From an optimization exercise on the open Yosys and OpenROAD flow, aimed at small area, a short achievable clock period and few clock cycles per item; shortcuts taken in it are not production practice. Function was checked by simulation only, so behaviour that the tests miss may differ from the original. Power figures rest on the tool's default switching activity, not on a simulated workload.

## design/flow/design.v

```verilog
`timescale 1ns/1ps
package icache_pkg;
    localparam int ADDR_W = 32;
    localparam int WORD_W = 32;
    localparam int DEF_NUM_SETS    = 8;
    localparam int DEF_NUM_WAYS    = 4;
    localparam int DEF_BLOCK_WORDS = 4;
    localparam int MEM_CREDITS_MAX = 4;    
    typedef struct packed {
        logic              valid;
        logic [ADDR_W-1:0] addr;
    } fetch_req_t;
    typedef struct packed {
        logic              valid;
        logic [WORD_W-1:0] instr;
    } fetch_rsp_t;
    typedef struct packed {
        logic              valid;
        logic [ADDR_W-1:0] addr;
    } mem_req_t;
    typedef struct packed {
        logic              valid;
        logic [WORD_W-1:0] data;
    } mem_beat_t;
    typedef enum logic [1:0] {
        IDLE,
        LOOKUP,
        REQ,
        FILL
    } ctrl_state_t;
endpackage
`timescale 1ns/1ps
module icache_ctrl_fsm (
    input  logic Clk,
    input  logic arst_n,
    input  logic req_valid,
    input  logic hit,
    input  logic credit_avail,
    input  logic last_beat,
    output logic lookup_en,
    output logic req_fire,
    output logic fill_commit,
    output logic rsp_valid,
    output logic rsp_from_fill,
    output logic busy
);
    icache_pkg::ctrl_state_t state;
    icache_pkg::ctrl_state_t state_nxt;
    always_ff @(posedge Clk or negedge arst_n) begin
        if (!arst_n) begin
            state <= icache_pkg::IDLE;
        end else begin
            state <= state_nxt;
        end
    end
    always_comb begin
        state_nxt     = state;
        lookup_en     = 1'b0;
        req_fire      = 1'b0;
        fill_commit   = 1'b0;
        rsp_valid     = 1'b0;
        rsp_from_fill = 1'b0;
        case (state)
            icache_pkg::IDLE: begin
                if (req_valid) begin       
                    lookup_en = 1'b1;
                    state_nxt = icache_pkg::LOOKUP;
                end
            end
            icache_pkg::LOOKUP: begin
                if (hit) begin
                    rsp_valid = 1'b1;
                    state_nxt = icache_pkg::IDLE;
                end else begin
                    state_nxt = icache_pkg::REQ;
                end
            end
            icache_pkg::REQ: begin
                if (credit_avail) begin
                    req_fire  = 1'b1;
                    state_nxt = icache_pkg::FILL;
                end
            end
            icache_pkg::FILL: begin
                if (last_beat) begin
                    fill_commit   = 1'b1;
                    rsp_valid     = 1'b1;
                    rsp_from_fill = 1'b1;   
                    state_nxt     = icache_pkg::IDLE;
                end
            end
            default: state_nxt = icache_pkg::IDLE;
        endcase
    end
    assign busy = (state != icache_pkg::IDLE) || req_valid;
endmodule
`timescale 1ns/1ps
module refill_counters #(
    parameter int BLOCK_WORDS = 4
) (
    input  logic                           Clk,
    input  logic                           arst_n,
    input  logic                           mem_credit,
    input  logic                           req_fire,
    input  logic                           beat_valid,
    output logic                           credit_avail,
    output logic [$clog2(BLOCK_WORDS)-1:0] beat_idx,
    output logic                           last_beat
);
    localparam int CRED_W = $clog2(icache_pkg::MEM_CREDITS_MAX + 1);
    localparam int IDX_W  = $clog2(BLOCK_WORDS);
    logic [CRED_W-1:0] credits;
    always_ff @(posedge Clk or negedge arst_n) begin
        if (!arst_n) begin
            credits  <= '0;
            beat_idx <= '0;
        end else begin
            case ({mem_credit, req_fire})
                2'b10: if (credits != CRED_W'(icache_pkg::MEM_CREDITS_MAX)) credits <= credits + 1'b1;
                2'b01: credits <= credits - 1'b1;
                default: ;    
            endcase
            if (req_fire) begin
                beat_idx <= '0;
            end else if (beat_valid) begin
                beat_idx <= beat_idx + 1'b1;
            end
        end
    end
    assign credit_avail = (credits != '0);
    assign last_beat    = beat_valid && (beat_idx == IDX_W'(BLOCK_WORDS - 1));
endmodule
`timescale 1ns/1ps
module icache_tag_array #(
    parameter int NUM_SETS    = 8,
    parameter int NUM_WAYS    = 4,
    parameter int BLOCK_WORDS = 4
) (
    input  logic                          Clk,
    input  logic                          arst_n,
    input  logic                          lookup_en,
    input  logic [icache_pkg::ADDR_W-1:0] addr,
    input  logic                          fill_commit,
    output logic                          hit,
    output logic [$clog2(NUM_WAYS)-1:0]   hit_way,
    output logic [$clog2(NUM_WAYS)-1:0]   fill_way
);
    localparam int WAY_W = $clog2(NUM_WAYS);
    localparam int SET_W = $clog2(NUM_SETS);
    localparam int OFF_W = 2 + $clog2(BLOCK_WORDS);
    localparam int TAG_W = icache_pkg::ADDR_W - SET_W - OFF_W;
    logic [TAG_W-1:0]    tags   [NUM_SETS][NUM_WAYS];
    logic [NUM_WAYS-1:0] valid  [NUM_SETS];
    logic [WAY_W-1:0]    rr_ptr [NUM_SETS];
    logic [SET_W-1:0] set_idx;
    logic [TAG_W-1:0] tag;
    logic             hit_c;
    logic [WAY_W-1:0] hit_way_c;
    logic             any_invalid;
    logic [WAY_W-1:0] victim_c;
    logic             victim_rr;    
    assign set_idx = addr[OFF_W +: SET_W];
    assign tag     = addr[icache_pkg::ADDR_W-1 -: TAG_W];
    always_comb begin
        hit_c       = 1'b0;
        hit_way_c   = '0;
        any_invalid = 1'b0;
        victim_c    = rr_ptr[set_idx];
        for (int w = NUM_WAYS - 1; w >= 0; w--) begin
            if (valid[set_idx][w] && (tags[set_idx][w] == tag)) begin
                hit_c     = 1'b1;
                hit_way_c = WAY_W'(w);
            end
            if (!valid[set_idx][w]) begin
                any_invalid = 1'b1;
                victim_c    = WAY_W'(w);
            end
        end
    end
    always_ff @(posedge Clk or negedge arst_n) begin
        if (!arst_n) begin
            hit       <= 1'b0;
            victim_rr <= 1'b0;
            for (int s = 0; s < NUM_SETS; s++) begin
                valid[s]  <= '0;
                rr_ptr[s] <= '0;
            end
        end else begin
            if (lookup_en) begin
                hit <= hit_c;
                if (!hit_c) victim_rr <= !any_invalid;
            end
            if (fill_commit) begin
                valid[set_idx][fill_way] <= 1'b1;
                if (victim_rr) begin
                    rr_ptr[set_idx] <= (rr_ptr[set_idx] == WAY_W'(NUM_WAYS - 1)) ?
                                       '0 : rr_ptr[set_idx] + 1'b1;
                end
            end
        end
    end
    always_ff @(posedge Clk) begin
        if (lookup_en) begin
            hit_way <= hit_way_c;
            if (!hit_c) fill_way <= victim_c;
        end
        if (fill_commit) tags[set_idx][fill_way] <= tag;
    end
endmodule
`timescale 1ns/1ps
module icache_data_array #(
    parameter int NUM_SETS    = 8,
    parameter int NUM_WAYS    = 4,
    parameter int BLOCK_WORDS = 4
) (
    input  logic                           Clk,
    input  logic                           arst_n,
    input  logic [icache_pkg::ADDR_W-1:0]  addr,
    input  logic [$clog2(NUM_WAYS)-1:0]    hit_way,
    input  logic [$clog2(NUM_WAYS)-1:0]    fill_way,
    input  logic                           rsp_valid,
    input  logic                           rsp_from_fill,
    input  logic                           fill_commit,
    input  icache_pkg::mem_beat_t          mem_beat,
    input  logic [$clog2(BLOCK_WORDS)-1:0] beat_idx,
    output logic [icache_pkg::WORD_W-1:0]  instr
);
    localparam int IDX_W = $clog2(BLOCK_WORDS);
    localparam int SET_W = $clog2(NUM_SETS);
    localparam int OFF_W = 2 + IDX_W;
    logic [icache_pkg::WORD_W-1:0] blocks    [NUM_SETS][NUM_WAYS][BLOCK_WORDS];
    logic [icache_pkg::WORD_W-1:0] fill_buf  [BLOCK_WORDS];
    logic [icache_pkg::WORD_W-1:0] fill_word [BLOCK_WORDS];
    logic [SET_W-1:0] set_idx;
    logic [IDX_W-1:0] word_off;
    assign set_idx  = addr[OFF_W +: SET_W];
    assign word_off = addr[2 +: IDX_W];
    always_comb begin
        for (int i = 0; i < BLOCK_WORDS; i++) begin
            fill_word[i] = (mem_beat.valid && (beat_idx == IDX_W'(i))) ?
                           mem_beat.data : fill_buf[i];
        end
    end
    always_ff @(posedge Clk) begin
        if (mem_beat.valid) fill_buf[beat_idx] <= mem_beat.data;
        if (fill_commit) begin
            for (int i = 0; i < BLOCK_WORDS; i++) begin
                blocks[set_idx][fill_way][i] <= fill_word[i];
            end
        end
    end
    always_ff @(posedge Clk or negedge arst_n) begin
        if (!arst_n) begin
            instr <= '0;
        end else if (rsp_valid) begin
            instr <= rsp_from_fill ? fill_word[word_off] : blocks[set_idx][hit_way][word_off];
        end
    end
endmodule
`timescale 1ns/1ps
module icache_top #(
    parameter int NUM_SETS    = icache_pkg::DEF_NUM_SETS,
    parameter int NUM_WAYS    = icache_pkg::DEF_NUM_WAYS,
    parameter int BLOCK_WORDS = icache_pkg::DEF_BLOCK_WORDS
) (
    input  logic        Clk,
    input  logic        arst_n,
    input  logic        fetch_req_valid,
    input  logic [31:0] fetch_req_addr,
    input  logic        mem_credit,
    input  logic        mem_beat_valid,
    input  logic [31:0] mem_beat_data,
    output logic        fetch_rsp_valid,
    output logic [31:0] fetch_rsp_instr,
    output logic        busy,
    output logic        mem_req_valid,
    output logic [31:0] mem_req_addr
);
    icache_pkg::fetch_req_t fetch_req;
    icache_pkg::mem_beat_t  mem_beat;
    assign fetch_req = {fetch_req_valid, fetch_req_addr};
    assign mem_beat  = {mem_beat_valid, mem_beat_data};
    localparam int WAY_W = $clog2(NUM_WAYS);
    localparam int IDX_W = $clog2(BLOCK_WORDS);
    localparam int OFF_W = 2 + IDX_W;
    logic [icache_pkg::ADDR_W-1:0] addr_q;
    logic              req_q;
    logic              rsp_q;
    logic              accept;
    logic              lookup_en, req_fire, fill_commit, rsp_valid, rsp_from_fill;
    logic              hit, credit_avail, last_beat;
    logic [WAY_W-1:0]  hit_way, fill_way;
    logic [IDX_W-1:0]  beat_idx;
    logic [icache_pkg::WORD_W-1:0] instr;
    assign accept = fetch_req.valid && !busy;
    always_ff @(posedge Clk or negedge arst_n) begin
        if (!arst_n) begin
            req_q <= 1'b0;
            rsp_q <= 1'b0;
        end else begin
            req_q <= accept;       
            rsp_q <= rsp_valid;
        end
    end
    always_ff @(posedge Clk) begin
        if (accept) addr_q <= fetch_req.addr;
    end
    icache_ctrl_fsm u_icache_ctrl_fsm (
        .Clk, .arst_n, .req_valid(req_q), .hit, .credit_avail, .last_beat,
        .lookup_en, .req_fire, .fill_commit, .rsp_valid, .rsp_from_fill, .busy
    );
    refill_counters #(.BLOCK_WORDS(BLOCK_WORDS)) u_refill_counters (
        .Clk, .arst_n, .mem_credit, .req_fire, .beat_valid(mem_beat.valid),
        .credit_avail, .beat_idx, .last_beat
    );
    icache_tag_array #(.NUM_SETS(NUM_SETS), .NUM_WAYS(NUM_WAYS), .BLOCK_WORDS(BLOCK_WORDS))
        u_icache_tag_array (
        .Clk, .arst_n, .lookup_en, .addr(addr_q), .fill_commit, .hit, .hit_way, .fill_way
    );
    icache_data_array #(.NUM_SETS(NUM_SETS), .NUM_WAYS(NUM_WAYS), .BLOCK_WORDS(BLOCK_WORDS))
        u_icache_data_array (
        .Clk, .arst_n, .addr(addr_q), .hit_way, .fill_way, .rsp_valid, .rsp_from_fill,
        .fill_commit, .mem_beat, .beat_idx, .instr
    );
    assign mem_req_valid   = req_fire;
    assign mem_req_addr    = {addr_q[icache_pkg::ADDR_W-1:OFF_W], {OFF_W{1'b0}}};
    assign fetch_rsp_valid = rsp_q;
    assign fetch_rsp_instr = instr;
endmodule
```

## design/flow/run.sh

```bash
#!/bin/bash
# synth_recipe.tcl (not shown) runs the flow's synth.tcl, then flattens the netlist and writes it again
# the make line also repeats each setting of config.mk as NAME=value (left out here)
make -C /OpenROAD-flow-scripts/flow DESIGN_CONFIG=/design/flow/config.mk WORK_HOME=/design/flow/orfs CLKGATE_MAP_FILE= SYNTH_SCRIPT=/design/flow/synth_recipe.tcl finish
```

## design/flow/config.mk

```make
export PLATFORM = sky130hd
export DESIGN_NAME = icache_top
export DESIGN_NICKNAME = icache_top
export VERILOG_FILES = /design/flow/design.v
export SDC_FILE = /design/flow/constraint.sdc
export NUM_CORES = 4
export LEC_CHECK = 0
export CAP_MARGIN = 20
export CORE_MARGIN = 2
export CORE_UTILIZATION = 40
export SLEW_MARGIN = 20
export SYNTH_MEMORY_MAX_BITS = 16384
```

## design/flow/constraint.sdc

```tcl
create_clock -name core_clock -period 6.0 [get_ports {Clk}]
set_input_delay 1.2000 -clock core_clock [delete_from_list [all_inputs] [get_ports {Clk}]]
set_output_delay 1.2000 -clock core_clock [all_outputs]
set_load 0.01 [all_outputs]
```

==> impl_metrics.tcl <==
set metrics [dict create \
    status "timing/DRC/antenna clean" \
    numPortBuffers 129 \
    reg2reg_depth 6 \
    post_cts_buffers 0 \
    slew_violations 0 \
    hold_viol 0 \
    ys_seq_area_frac 0.777 \
    crit_path_start "addr_q[4]" \
    grt-ovfl-total 0 \
    place_hpwl_um 259000 \
    leakage_nw 70.9 \
    pwr-share-comb 0.087 \
    grt_pass1_wl_um 701000 \
    p_switching_mw 19.1 \
    synth_top_area_cell "edfxtp_1" \
    cts_made_buffers 523 \
    power_mw 81.7 \
    num_vias 91974 \
    syn_inst 8440 \
    firstDrtPassIters 5 \
    synthArstFlopShare 0.0177 \
    cts_sinks 5152 \
    intPower_mw 62.5 \
    grt_pass1_vias 95320 \
    setup_viol 0 \
    crit_end "u_icache_data_array.blocks[80][8]" \
    vias_per_cell 5.79 \
    grt_usage 0.193 \
    rsz0062_at_grt "false" \
    ant_nets 0 \
    pre_cts_ws_ps 772 \
    ys_warn_count 8 \
    p_sw_frac 0.235 \
    cts_resized 0 \
    path_max_fanout 38 \
    cts-root-buf "clkbuf_16" \
    cp.required_ps 6720 \
    path_clk_slew_ps 60 \
    cts_hold_buf 0 \
    synth_ff_type "edfxtp_1" \
    clockBufferDepth 4 \
    area.growth.synth_to_final_pct 14.3 \
    timing.rr.end "u_icache_data_array.blocks[80][8]" \
    row_count 258 \
    core_area_um2 494000 \
    mappedNetlistArea_um2 198000 \
    drtIter0Drc 10771 \
    post-route-period-util 0.741 \
    dieWidth_um 708 \
    max_freq_mhz 225 \
    grt_max_degree 100 \
    critical_path_class "flip-flop to flip-flop" \
    final_cell_mix "5058 x edfxtp_1, 1418 x mux4_2, 535 x clkbuf_16" \
    crit_arrival_ps 5160 \
    start_kind "flip-flop" \
    post-route-util 0.459 \
    slew_headroom 0.227 \
    drt_wl_total_um 491000 \
    placed_cell_area_um2 210000 \
    r2r_slack_ps 1550 \
    maxCapViolCount 0 \
    worst_pin_slew_ps 1160 \
    route.detailed.drc 0 \
    routedWlPerCell_um 30.9 \
    powerDensity_nw_per_um2 360 \
    synth_area_leaders "edfxtp_1 77%, mux4_2 16%, mux2_2 1.2%" \
    htreeDepth 6 \
    clk_latency_ps 1060 \
    finalCriticalPeriod_ps 4450 \
    cp-end-kind "flip-flop" \
    synth.top_cell.area_share 0.765 \
    setup_slack_ps 1550 \
    post-route-cell-area_um2 227000 \
    synth_edf_count 5058 \
    globalplace.congestion 0.767 \
    whs_ps 314 \
    start_util 0.402 \
    ioPinCount 136 \
    reg2reg_from "addr_q[4]" \
    seqPwrFrac 0.519 \
    ys_types 63 \
    vdd_drop_max_mv 0.323 \
    antenna_found_initial 37 \
    die-area_um2 502000 \
    min_path_type "input port to async pin" \
    cts_tree "done" \
    fin_skew_ps 54.0 \
    fp.dieH_um 708 \
    final_common_cell "edfxtp_1" \
    layout.nets 9030 \
    avgSynthCellArea_um2 23.5 \
    drive_gt1_frac 0.302 \
    p_clk_frac 0.394 \
    synth_seq_cells 5152 \
]
-- per-layer routing --
metal | up-vias | GRT usage | routed length, um
met2 | 3693 | 0.310 | 236000
met1 | 50559 | 0.279 | 207000
li1 | 37082 | - | -
met4 | 18 | 0.0412 | 9620
met3 | 622 | 0.0334 | 38800
met5 | - | 0 | 107
-- critical path, stage by stage (launching register included) --
cell and delay [ps]:
edfxtp_1 820, buf_12 320, buf_4 630, nand3_1 840
nor2_4 830, buf_12 260, buf_12 270
-- worst min path at each step --
stage | slack, ps | from | to | depth (start not counted)
2_1_floorplan | 430 | u_icache_tag_array.valid[2][2] | u_icache_tag_array.valid[2][2] | 1
5_1_grt | 320 | arst_n | u_icache_tag_array.valid[0][2] | 1
6_report | 310 | arst_n | u_icache_tag_array.valid[2][1] | 1
3_5_place_dp | 450 | u_icache_tag_array.valid[0][2] | u_icache_tag_array.valid[0][2] | 1
4_1_cts | 290 | arst_n | u_icache_tag_array.hit | 1
3_3_place_gp | 440 | u_icache_tag_array.valid[7][1] | u_icache_tag_array.valid[7][1] | 1
-- stage by stage --
step / instances / TNS, ps
final: 15881 / 0
after global routing: 15866 / 0
after CTS: 15865 / 0
after detailed placement: 14931 / 0
after global placement: 14925 / 0
after floorplan: 8443 / -1724520
-- registers in the layout (all words and copies together) (netlist names), named ones only --
name and count:
u_icache_data_array.blocks 4096, u_icache_tag_array.rr_ptr 16, u_icache_tag_array.fill_way 2, u_icache_tag_array.tags 800
rsp_q 1, u_icache_tag_array.victim_rr 1, req_q 1, u_icache_tag_array.hit 1
u_icache_ctrl_fsm.state 1, u_icache_tag_array.valid 32, u_refill_counters.credits 3, u_icache_tag_array.hit_way 2
addr_q 30, u_refill_counters.beat_idx 2, u_icache_data_array.fill_buf 128, u_icache_data_array.instr 32
-- final cells by class --
class                           count  area, um2
Fill cell                       40247     267000
Inverter                           15       72.6
Timing Repair Buffer              470       5230
Clock buffer                      678      14100
Antenna cell                       16       40.0
Tap cell                         6500       8130
Multi-Input combinational cell   2794      42300
Sequential cell                  5152     154000
Clock inverter                    256       2840
-- synth_stat cells (3+ instances only) --
cell type,number
inv_1,13
buf_1,54
o311ai_0,8
and3_1,24
mux4_2,1418
nor2b_1,19
o21ai_1,17
nand3_1,13
o21a_1,4
nor2_1,101
nand2b_1,14
or3_1,4
o22ai_1,72
ha_1,4
and2_1,20
a2111oi_0,16
xnor2_1,37
dfxtp_1,3
a221oi_1,17
a22oi_1,43
or2_2,36
a21oi_1,34
mux2_2,208
a211oi_1,5
nor3_1,21
buf_6,10
a22o_1,5
dfrtp_1,91
o22a_1,5
nand4_1,18
a32oi_1,8
clkbuf_1,178
edfxtp_1,5058
o221ai_1,12
o211ai_1,4
buf_4,52
xor2_1,63
mux2i_1,196
o21ai_0,33
buf_2,188
a32o_1,11
nand2_1,266
nor4_1,11
-- power by group through the flow --
stage                     sequential, mW  combinational, mW  clock, mW
after floorplan                     42.9               3.77          0
after global placement              43.1               7.08          0
after detailed placement            43.2               7.18          0
after CTS                           42.4               7.19       32.8
after global routing                42.4               7.56       34.2
final                               42.4               7.09       32.2
-- logic make-up (layout without fill, tap and decap cells) --
kind of cell | count (synthesis) | in the layout | synth area share
flops | 5152 | 5152 | 0.777
mux | 1822 | 1822 | 0.183
simple gates | 555 | 555 | 0.0127
buf+inv | 497 | 1419 | 0.0119
compound gates | 308 | 308 | 0.0108
xor+xnor | 100 | 100 | 0.00441
fa+ha+maj | 5 | 5 | 0.000353
other cells | 1 | 20 | 0.0000189
Testbench counts, summed over its fixed seeds: cycles 44,601, fetches 12,000.

## port drivers added, routing unchanged
The results above use ideal ports. As a check the final layout listed here was re-extracted and re-timed, cells and wires unchanged. Step 1 assumes that a clkbuf_16 drives the clock port and a buf_2 every other input. Step 2 adds t to the input delays and takes it off the output delays; t is the mean of the earliest and latest rising clock arrival at the registers after step 1. Input paths then give back, and output paths get back, about the clock's delay inside the block. a / b / c = ideal / step 1 / step 2; a / b = the first two.
t, ns: 1.147
setup WS [ns]: 1.552 / 1.552 / 0.492
latest minus earliest clock arrival (ns): 0.062 / 0.061
worst data-port slew with drivers (ns): 0.46
cell pins on the clock port's net: 1
After both steps setup and hold are still met in this run. The setup slack of this run moves by 0.000 ns with the drivers and by -1.060 ns with both steps.
